Context: an optimization exercise on an open-source flow, tuned for small area, a short achievable clock period and few clock cycles per item. The choices shown serve that exercise and are no tape-out recipe.
Only simulation tests tie the RTL to the original design; equivalence was not proved.
No activity file was given, so power comes from the tool's default toggle rates.

**flow/config.mk**
```make
export PLATFORM = sky130hd
export DESIGN_NAME = rtype_core
export DESIGN_NICKNAME = rtype_core
export VERILOG_FILES = /design/flow/design.v
export SDC_FILE = /design/flow/constraint.sdc
export NUM_CORES = 4
export LEC_CHECK = 0
export CAP_MARGIN = 20
export CELL_PAD_IN_SITES_DETAIL_PLACEMENT = 1
export CORE_MARGIN = 2
export CORE_UTILIZATION = 30
export SLEW_MARGIN = 20
```
**flow/constraint.sdc**
```tcl
create_clock -name core_clock -period 7.5 [get_ports {clk}]
set_input_delay 1.5000 -clock core_clock [delete_from_list [all_inputs] [get_ports {clk}]]
set_output_delay 1.5000 -clock core_clock [all_outputs]
set_load 0.01 [all_outputs]
```
**flow/design.v**
```verilog
package cpu_pkg;
    typedef enum logic [5:0] {
        SLL     = 6'd0,
        SYSCALL = 6'd12,
        MFHI    = 6'd16,
        MTHI    = 6'd17,
        MFLO    = 6'd18,
        MTLO    = 6'd19,
        MULTU   = 6'd25,
        DIVU    = 6'd27,
        ADDU    = 6'd33
    } funct_t;
    typedef enum logic [1:0] {
        ALU_ADD,
        ALU_SHIFT_LEFT,
        ALU_PASS_A
    } alu_op_t;
    typedef enum logic [1:0] {
        REG_SRC_ALU,
        REG_SRC_HI,
        REG_SRC_LO
    } reg_src_t;
    typedef enum logic {
        HILO_SRC_RS,
        HILO_SRC_MULDIV
    } hilo_src_t;
    typedef enum logic [1:0] {
        MULDIV_NONE,
        MULDIV_MULTU,
        MULDIV_DIVU
    } muldiv_op_t;
    typedef enum logic [1:0] {
        EXC_NONE,
        EXC_CHK_SYSCALL,
        EXC_CHK_RESERVED
    } exc_t;
    typedef struct packed {
        alu_op_t    alu_op;
        reg_src_t   reg_src;
        logic       write_rd;
        hilo_src_t  hilo_src;
        logic       write_hi;
        logic       write_lo;
        muldiv_op_t muldiv_op;
        exc_t       exc;
    } control_t;
    localparam control_t CLEAR_CONTROL = {
        ALU_ADD,       
        REG_SRC_ALU,   
        1'b0,          
        HILO_SRC_RS,   
        1'b0,          
        1'b0,          
        MULDIV_NONE,   
        EXC_NONE       
    };
endpackage
`timescale 1ns/1ps
module rtype_decoder (
    input  logic [32-1:0] instruction,
    output cpu_pkg::control_t  ctl
);
    cpu_pkg::funct_t funct;
    assign funct = cpu_pkg::funct_t'(instruction[5:0]);  
    always_comb begin
        ctl = cpu_pkg::CLEAR_CONTROL;
        case (funct)
            cpu_pkg::SLL: begin
                ctl.alu_op   = cpu_pkg::ALU_SHIFT_LEFT;  
                ctl.reg_src  = cpu_pkg::REG_SRC_ALU;
                ctl.write_rd = 1'b1;
            end
            cpu_pkg::ADDU: begin
                ctl.alu_op   = cpu_pkg::ALU_ADD;  
                ctl.reg_src  = cpu_pkg::REG_SRC_ALU;
                ctl.write_rd = 1'b1;
            end
            cpu_pkg::MFHI: begin
                ctl.reg_src  = cpu_pkg::REG_SRC_HI;
                ctl.write_rd = 1'b1;
            end
            cpu_pkg::MFLO: begin
                ctl.reg_src  = cpu_pkg::REG_SRC_LO;
                ctl.write_rd = 1'b1;
            end
            cpu_pkg::MTHI: begin
                ctl.hilo_src = cpu_pkg::HILO_SRC_RS;
                ctl.write_hi = 1'b1;
            end
            cpu_pkg::MTLO: begin
                ctl.hilo_src = cpu_pkg::HILO_SRC_RS;
                ctl.write_lo = 1'b1;
            end
            cpu_pkg::MULTU: begin
                ctl.muldiv_op = cpu_pkg::MULDIV_MULTU;
                ctl.hilo_src  = cpu_pkg::HILO_SRC_MULDIV;
                ctl.write_hi  = 1'b1;
                ctl.write_lo  = 1'b1;
            end
            cpu_pkg::DIVU: begin
                ctl.muldiv_op = cpu_pkg::MULDIV_DIVU;
                ctl.hilo_src  = cpu_pkg::HILO_SRC_MULDIV;
                ctl.write_hi  = 1'b1;
                ctl.write_lo  = 1'b1;
            end
            cpu_pkg::SYSCALL: begin
                ctl.exc = cpu_pkg::EXC_CHK_SYSCALL;
            end
            default: begin
                ctl.exc = cpu_pkg::EXC_CHK_RESERVED;  
            end
        endcase
    end
endmodule
`timescale 1ns/1ps
module exec_control (
    input  logic                    clk,
    input  logic                    rst,
    input  logic                    instr_valid,
    input  logic [32-1:0]      instruction,
    input  logic                    md_done,
    output logic                    busy,
    output cpu_pkg::alu_op_t        alu_op,
    output cpu_pkg::reg_src_t       reg_src,
    output logic                    rd_we,
    output logic [5-1:0]  rd_addr,
    output logic                    hi_we,
    output logic                    lo_we,
    output cpu_pkg::hilo_src_t      hilo_src,
    output logic                    md_start,
    output cpu_pkg::muldiv_op_t     md_op,
    output logic                    exc_valid,
    output logic [4-1:0]  exc_code
);
    cpu_pkg::control_t ctl;
    logic              accept;
    logic              is_muldiv;
    rtype_decoder u_decoder (
        .instruction (instruction),
        .ctl         (ctl)
    );
    assign accept    = instr_valid && !busy;  
    assign is_muldiv = (ctl.muldiv_op != cpu_pkg::MULDIV_NONE);
    assign alu_op  = ctl.alu_op;
    assign reg_src = ctl.reg_src;
    assign rd_addr = instruction[15:11];
    assign rd_we   = accept && ctl.write_rd;
    assign hi_we    = (accept && ctl.write_hi && !is_muldiv) || md_done;
    assign lo_we    = (accept && ctl.write_lo && !is_muldiv) || md_done;
    assign hilo_src = md_done ? cpu_pkg::HILO_SRC_MULDIV : ctl.hilo_src;
    assign md_start = accept && is_muldiv;
    assign md_op    = ctl.muldiv_op;
    always_ff @(posedge clk) begin
        if (rst) begin
            busy <= 1'b0;
        end else if (md_start) begin
            busy <= 1'b1;
        end else if (md_done) begin
            busy <= 1'b0;  
        end
    end
    always_ff @(posedge clk) begin
        if (rst) begin
            exc_valid <= 1'b0;
            exc_code  <= '0;
        end else begin
            exc_valid <= accept && (ctl.exc != cpu_pkg::EXC_NONE);
            if (ctl.exc == cpu_pkg::EXC_CHK_SYSCALL) begin
                exc_code <= 4'd8;
            end else begin
                exc_code <= 4'd10;
            end
        end
    end
endmodule
`timescale 1ns/1ps
module reg_file (
    input  logic                    clk,
    input  logic                    rst,
    input  logic [5-1:0]  rs_addr,
    input  logic [5-1:0]  rt_addr,
    input  logic                    rd_we,
    input  logic [5-1:0]  rd_addr,
    input  cpu_pkg::reg_src_t       reg_src,
    input  logic [32-1:0]      alu_result,
    input  logic [32-1:0]      hi,
    input  logic [32-1:0]      lo,
    input  logic                    host_we,
    input  logic [5-1:0]  host_addr,
    input  logic [32-1:0]      host_data,
    input  logic [5-1:0]  dbg_addr,
    output logic [32-1:0]      rs_data,
    output logic [32-1:0]      rt_data,
    output logic [32-1:0]      dbg_data
);
    logic [32-1:0] regs [2**5];
    logic [32-1:0] wr_data;
    always_comb begin
        case (reg_src)
            cpu_pkg::REG_SRC_HI: wr_data = hi;
            cpu_pkg::REG_SRC_LO: wr_data = lo;
            default:             wr_data = alu_result;
        endcase
    end
    always_ff @(posedge clk) begin
        if (rst) begin
            for (int i = 0; i < 2**5; i++) begin
                regs[i] <= '0;
            end
        end else begin
            if (host_we && host_addr != '0) begin
                regs[host_addr] <= host_data;
            end
            if (rd_we && rd_addr != '0) begin
                regs[rd_addr] <= wr_data;  
            end
        end
    end
    assign rs_data  = regs[rs_addr];
    assign rt_data  = regs[rt_addr];
    assign dbg_data = regs[dbg_addr];
endmodule
`timescale 1ns/1ps
module alu (
    input  cpu_pkg::alu_op_t     alu_op,
    input  logic [32-1:0]   a,
    input  logic [32-1:0]   b,
    input  logic [5-1:0]  shamt,
    output logic [32-1:0]   result
);
    always_comb begin
        case (alu_op)
            cpu_pkg::ALU_ADD: begin
                result = a + b;  
            end
            cpu_pkg::ALU_SHIFT_LEFT: begin
                result = b << shamt;
            end
            cpu_pkg::ALU_PASS_A: begin
                result = a;
            end
            default: begin
                result = a + b;
            end
        endcase
    end
endmodule
`timescale 1ns/1ps
module muldiv_unit (
    input  logic                  clk,
    input  logic                  rst,
    input  logic                  start,
    input  cpu_pkg::muldiv_op_t   op,
    input  logic [32-1:0]    a,
    input  logic [32-1:0]    b,
    output logic                  done,
    output logic [32-1:0]    res_hi,
    output logic [32-1:0]    res_lo
);
    localparam int CNT_W = $clog2(32);
    logic                 running;
    logic [CNT_W-1:0]     count;
    logic                 last_step;
    cpu_pkg::muldiv_op_t  op_q;
    logic [32-1:0]   operand;   
    logic [32-1:0]   acc_hi;    
    logic [32-1:0]   acc_lo;    
    logic [32:0]     mul_sum;
    logic [32:0]     div_shift;
    logic [32:0]     div_diff;
    assign last_step = running && (count == CNT_W'(32 - 1));
    always_comb begin
        mul_sum   = {1'b0, acc_hi} + (acc_lo[0] ? {1'b0, operand} : '0);
        div_shift = {acc_hi, acc_lo[32-1]};
        div_diff  = div_shift - {1'b0, operand};  
    end
    always_ff @(posedge clk) begin
        if (rst) begin
            running <= 1'b0;
            count   <= '0;
            done    <= 1'b0;
            op_q    <= cpu_pkg::MULDIV_NONE;
        end else begin
            done <= last_step;  
            if (start) begin
                running <= 1'b1;
                count   <= '0;
                op_q    <= op;
            end else if (running) begin
                count <= count + 1'b1;
                if (last_step) begin
                    running <= 1'b0;
                end
            end
        end
    end
    always_ff @(posedge clk) begin
        if (start) begin
            operand <= b;
            acc_hi  <= '0;
            acc_lo  <= a;
        end else if (running) begin
            if (op_q == cpu_pkg::MULDIV_DIVU) begin
                if (!div_diff[32]) begin
                    acc_hi <= div_diff[32-1:0];
                    acc_lo <= {acc_lo[32-2:0], 1'b1};
                end else begin
                    acc_hi <= div_shift[32-1:0];  
                    acc_lo <= {acc_lo[32-2:0], 1'b0};
                end
            end else begin
                acc_hi <= mul_sum[32:1];  
                acc_lo <= {mul_sum[0], acc_lo[32-1:1]};
            end
        end
    end
    assign res_hi = acc_hi;
    assign res_lo = acc_lo;
endmodule
`timescale 1ns/1ps
module hilo_regs (
    input  logic                  clk,
    input  logic                  rst,
    input  logic                  hi_we,
    input  logic                  lo_we,
    input  cpu_pkg::hilo_src_t    hilo_src,
    input  logic [32-1:0]    rs_data,
    input  logic [32-1:0]    md_hi,
    input  logic [32-1:0]    md_lo,
    output logic [32-1:0]    hi,
    output logic [32-1:0]    lo
);
    logic use_md;
    assign use_md = (hilo_src == cpu_pkg::HILO_SRC_MULDIV);
    always_ff @(posedge clk) begin
        if (rst) begin
            hi <= '0;
            lo <= '0;
        end else begin
            if (hi_we) begin
                hi <= use_md ? md_hi : rs_data;  
            end
            if (lo_we) begin
                lo <= use_md ? md_lo : rs_data;
            end
        end
    end
endmodule
`timescale 1ns/1ps
module rtype_core (
    input  logic                    clk,
    input  logic                    rst,
    input  logic                    instr_valid,
    input  logic [32-1:0]      instruction,
    input  logic                    host_we,
    input  logic [5-1:0]  host_addr,
    input  logic [32-1:0]      host_data,
    input  logic [5-1:0]  dbg_addr,
    output logic                    busy,
    output logic                    exc_valid,
    output logic [4-1:0]  exc_code,
    output logic [32-1:0]      dbg_data,
    output logic [32-1:0]      hi,
    output logic [32-1:0]      lo
);
    cpu_pkg::alu_op_t        alu_op;
    cpu_pkg::reg_src_t       reg_src;
    cpu_pkg::hilo_src_t      hilo_src;
    cpu_pkg::muldiv_op_t     md_op;
    logic                    rd_we;
    logic [5-1:0]  rd_addr;
    logic                    hi_we;
    logic                    lo_we;
    logic                    md_start;
    logic                    md_done;
    logic [32-1:0]      rs_data;
    logic [32-1:0]      rt_data;
    logic [32-1:0]      alu_result;
    logic [32-1:0]      md_hi;
    logic [32-1:0]      md_lo;
    exec_control u_exec_control (
        .clk         (clk),
        .rst         (rst),
        .instr_valid (instr_valid),
        .instruction (instruction),
        .md_done     (md_done),
        .busy        (busy),
        .alu_op      (alu_op),
        .reg_src     (reg_src),
        .rd_we       (rd_we),
        .rd_addr     (rd_addr),
        .hi_we       (hi_we),
        .lo_we       (lo_we),
        .hilo_src    (hilo_src),
        .md_start    (md_start),
        .md_op       (md_op),
        .exc_valid   (exc_valid),
        .exc_code    (exc_code)
    );
    reg_file u_reg_file (
        .clk        (clk),
        .rst        (rst),
        .rs_addr    (instruction[25:21]),
        .rt_addr    (instruction[20:16]),
        .rd_we      (rd_we),
        .rd_addr    (rd_addr),
        .reg_src    (reg_src),
        .alu_result (alu_result),
        .hi         (hi),
        .lo         (lo),
        .host_we    (host_we),
        .host_addr  (host_addr),
        .host_data  (host_data),
        .dbg_addr   (dbg_addr),
        .rs_data    (rs_data),
        .rt_data    (rt_data),
        .dbg_data   (dbg_data)
    );
    alu u_alu (
        .alu_op (alu_op),
        .a      (rs_data),
        .b      (rt_data),
        .shamt  (instruction[10:6]),
        .result (alu_result)
    );
    hilo_regs u_hilo_regs (
        .clk      (clk),
        .rst      (rst),
        .hi_we    (hi_we),
        .lo_we    (lo_we),
        .hilo_src (hilo_src),
        .rs_data  (rs_data),
        .md_hi    (md_hi),
        .md_lo    (md_lo),
        .hi       (hi),
        .lo       (lo)
    );
    muldiv_unit u_muldiv_unit (
        .clk    (clk),
        .rst    (rst),
        .start  (md_start),
        .op     (md_op),
        .a      (rs_data),
        .b      (rt_data),
        .done   (md_done),
        .res_hi (md_hi),
        .res_lo (md_lo)
    );
endmodule
```
**flow/run.sh**
```bash
#!/bin/bash
# synth_recipe.tcl (not shown) runs the flow's synth.tcl, then flattens the netlist and writes it again
# the make line also repeats each setting of config.mk as NAME=value (left out here)
make -C /OpenROAD-flow-scripts/flow DESIGN_CONFIG=/design/flow/config.mk WORK_HOME=/design/flow/orfs CLKGATE_MAP_FILE= SYNTH_SCRIPT=/design/flow/synth_recipe.tcl finish
```
==> notes.md <==
## path summary, 6_finish.rpt
path,cells after the start,to
worst max-delay path,23,u_reg_file.regs[15][26]$_DFFE_PP_
worst min-delay path,2,u_exec_control.busy$_SDFFE_PP0P_
worst max register to register,21,u_reg_file.regs[15][26]$_DFFE_PP_
worst min register to register,2,u_exec_control.busy$_SDFFE_PP0P_
## synthesized netlist by cell type, types with 27 or more instances
cell type,count
edfxtp_1,1088
a211oi_1,33
mux4_2,753
nand2b_1,38
ha_1,100
buf_4,34
a21oi_1,131
a21o_1,38
clkbuf_1,677
mux2_2,88
buf_1,67
nand2_1,403
a22oi_1,145
a31oi_1,73
o21ai_2,31
o21ai_1,368
nor2_1,266
o211ai_1,31
a222oi_1,64
inv_1,72
xor2_1,37
a221oi_1,27
mux2i_1,375
xnor2_1,38
nand3_1,972
buf_2,78
nor3_1,27
dfxtp_1,109
o21ai_0,705
and2_1,39
## per-stage QoR
stage                     setup WS (ns)  cells  hold slack [ns]
after floorplan                  0.4265   7252           0.4452
after global placement          0.03090  10540           0.4736
after detailed placement        0.04669  10540           0.4939
after CTS                        0.8858  10790           0.5027
after global routing             0.5394  10790           0.5404
final                            0.5908  10810           0.5030
## final cells by class
| type | instances | area (µm²) | share of cell area (%) |
|---|---|---|---|
| diodes | 23 | 57.56 | 0.06127 |
| clock buffers | 182 | 3894 | 4.145 |
| clock inverters | 66 | 549.3 | 0.5847 |
| inverters | 77 | 290.3 | 0.3090 |
| multi-input cells | 5106 | 44240 | 47.09 |
| flip-flops and latches | 1197 | 34850 | 37.10 |
| well taps | 3589 | 4491 | 4.780 |
| repair buffers | 574 | 5564 | 5.923 |
## layer usage
metal	GRT usage [%]	up-vias
met5	0.8139	-
met4	23.19	42
met3	14.23	2160
met2	41.64	7669
met1	34.87	38550
li1	-	28350
## worst register-to-register path: cells and delay by family (launching register included)
family | cells | cell delay (ns)
AND/OR/NAND/NOR | 4 | 0.83
flip-flops | 1 | 0.40
AO/OA/AOI/OAI | 9 | 2.62
multiplexers | 2 | 0.31
adder cells (fa/ha/maj) | 1 | 0.44
buffers and inverters | 5 | 0.84
## where the power goes
| group | internal, W | leakage, nW | switching, W | total (W) |
|---|---|---|---|---|
| clock | 0.00395 | 2.17 | 0.00318 | 0.00713 |
| sequential | 0.00756 | 12.1 | 0.000301 | 0.00786 |
| combinational | 0.00212 | 18.1 | 0.00391 | 0.00603 |
| total | 0.0136 | 32.4 | 0.00739 | 0.0210 |
## cells by family (layout without fill, tap and decap cells)
logic type / after synthesis / after routing / synth area share (%)
buf+inv: 949 / 899 / 4.755
simple gates: 1847 / 1847 / 10.55
mux: 1217 / 1217 / 26.42
xor+xnor: 75 / 75 / 0.7993
other cells: 1 / 57 / 0.004563
fa+ha+maj: 103 / 103 / 1.595
compound gates: 1830 / 1830 / 13.47
flops: 1197 / 1197 / 42.41
## sequential cells by signal, indices dropped and copies added (netlist names)
| signal | cells |
|---|---|
| u_muldiv_unit.acc_hi | 32 |
| u_muldiv_unit.done | 1 |
| u_muldiv_unit.count | 5 |
| u_exec_control.exc_valid | 1 |
| u_muldiv_unit.op_q | 2 |
| u_reg_file.regs | 1024 |
| u_hilo_regs.hi | 32 |
| u_hilo_regs.lo | 32 |
| u_exec_control.busy | 1 |
| u_muldiv_unit.running | 1 |
| u_muldiv_unit.operand | 32 |
| u_exec_control.exc_code | 2 |
| u_muldiv_unit.acc_lo | 32 |
==> impl_metrics.ini <==
[status]
status = complete, no violations

[critical_path]
worstPathMaxFanout = 31
worstReg2RegStart = u_reg_file.regs[26][1]$_DFFE_PP_
required_ns = 8.07
crit_slowest_cell = buf_2
crit_path_end_kind = flip-flop
critPathLaunch = instruction[20]
r2r_slack_ns = 1.75
worstPathCellList = buf_2 > nor2_4 > buf_4 > a22oi_1 > nand3_1 > nand3_1 > buf_4 > inv_1 > fa_1 > nand2b_1 > a21oi_1 > o31ai_1 > o21ai_0 > buf_4 > o31ai_1 > buf_4 > o211ai_1 > o21ai_0 > nand2b_1 > mux2i_1 > a41o_1 > buf_12 > o21ai_0
path_class = primary input to flip-flop
path_delay_family = compound AO/OA/AOI/OAI gates
cp.arrival_ns = 7.48
critPathBufInv = 7
cp_common_cell = buf_4
critPathLaunchType = primary input
max_stage_delay_ns = 0.60

[global_routing]
track_usage_pct = 29.81
grt_max_degree = 75
grt-ovfl-total = 0
antenna_found_initial = 40
grt_pass1_vias = 75570
grt_pass1_wl_mm = 589.1

[yosys]
seq_area_frac_synth_pct = 42.41
synth.area.top_cells = edfxtp_1 40%, mux4_2 21%, nand3_1 5.9%, mux2i_1 4.6%, o21ai_0 4.3%
synth_top_area_share_pct = 39.75
synth_area_um2 = 82190
yosysUniqueCellTypes = 86
ys_seq_elements = 1197
synth_edf_count = 1088
synth_area_leader_cell = edfxtp_1
ys.flop_type = edfxtp_1
syn_inst = 7219
yosysWarningCount = 6
async_flop_share_pct = 0
avgSynthCellArea_um2 = 11.38

[drt]
wl_per_cell_um = 39.80
drt_wl_total_mm = 430.4
drt-met1-wl_mm = 140.4
vias_per_cell = 7.099
drt_iter0_drc = 14920
wl_met2_mm = 174.0
dr.pass1.iters = 7
final_antenna_net_count = 0
drc = 0
dr_wl_met3_mm = 74.81
vias = 76770
top_layer = met5

[clock_network]
hold_buffers = 0
post_cts_buffers = 0
cts_buffers = 146
cts_root_buffer = clkbuf_16
cts_sinks = 1197
clockBufferDepth = 4
path_clk_slew_ns = 0.06
htreeDepth = 4
post_cts_resized = 0
tritoncts = done
clk_latency_ns = 0.89

[sta]
grt_setup_unrepaired = no
finalHoldViolCount = 0
finalCriticalPeriod_ns = 6.909
clock.fmax_ghz = 0.1447
finalSetupTns_ns = 0
skew_ns = 0.1137
slew_headroom_pct = 15.64
setup-violations-final = 0
fin_crit_sh_pct = 92.12
worst_pin_slew_ns = 1.265
report.final.slew_viol_count = 0

[floorplanning]
start_util_pct = 30.09
die_h_um = 527.4
num_rows = 192
ios = 180
fp.dieW_um = 527.4
core-area_um2 = 273100
die_area_um2 = 278200

[layout]
area_growth_pct = 14.30
fill_cells = 29470
fin_nets = 7283
stdcell_area_um2 = 93940
final_layout_size_suffix_gt1_share_pct = 23.02
layout_commonest_cell = edfxtp_1
fin_util_pct = 34.39
layout_common_cells = 1,088 x edfxtp_1, 972 x nand3_1, 753 x mux4_2

[power_and_ir_drop]
power_density_nw_per_um2 = 223.7
p_leak_nw = 32.41
power.total_w = 0.02102
ir_worst_vdd_mv = 0.2032

[worst_hold_path]
worstHoldStart = u_exec_control.busy$_SDFFE_PP0P_
hp-class = flip-flop to flip-flop

[placement]
dp_hpwl_mm = 266.9
gp_congestion = 0.9888
placed_area_um2 = 89540
portBuffers = 171

[flow_run]
max_cap_violations = 0
Testbench counts, summed over its fixed seeds: cycles 36,950, instrs 4,800.

re-timing with driven ports:
Ports are ideal in the flow. The routed layout listed here was re-timed in OpenROAD.
Step 1 (the two cells are an assumption about what drives the block):
set clk [get_ports {clk}]
set_driving_cell -lib_cell sky130_fd_sc_hd__clkbuf_16 $clk
set_driving_cell -lib_cell sky130_fd_sc_hd__buf_2 [delete_from_list [all_inputs] $clk]
Step 2 adds t to the input delays and takes it off the output delays; t is the mean of the earliest and latest rising clock arrival at the registers after step 1. Input paths then give back, and output paths get back, about the clock's delay inside the block.
a / b / c = ideal / step 1 / step 2; a / b = the first two.
shift t [ns]: 0.925
slack for setup (ns): 0.591 / 0.655 / -0.271
hold slack, ns: 0.503 / 0.503 / 0.503
With both steps, setup timing fails in this run, where it was met with ideal ports. The setup slack of this run moves by +0.064 ns with the drivers and by -0.862 ns with both steps.
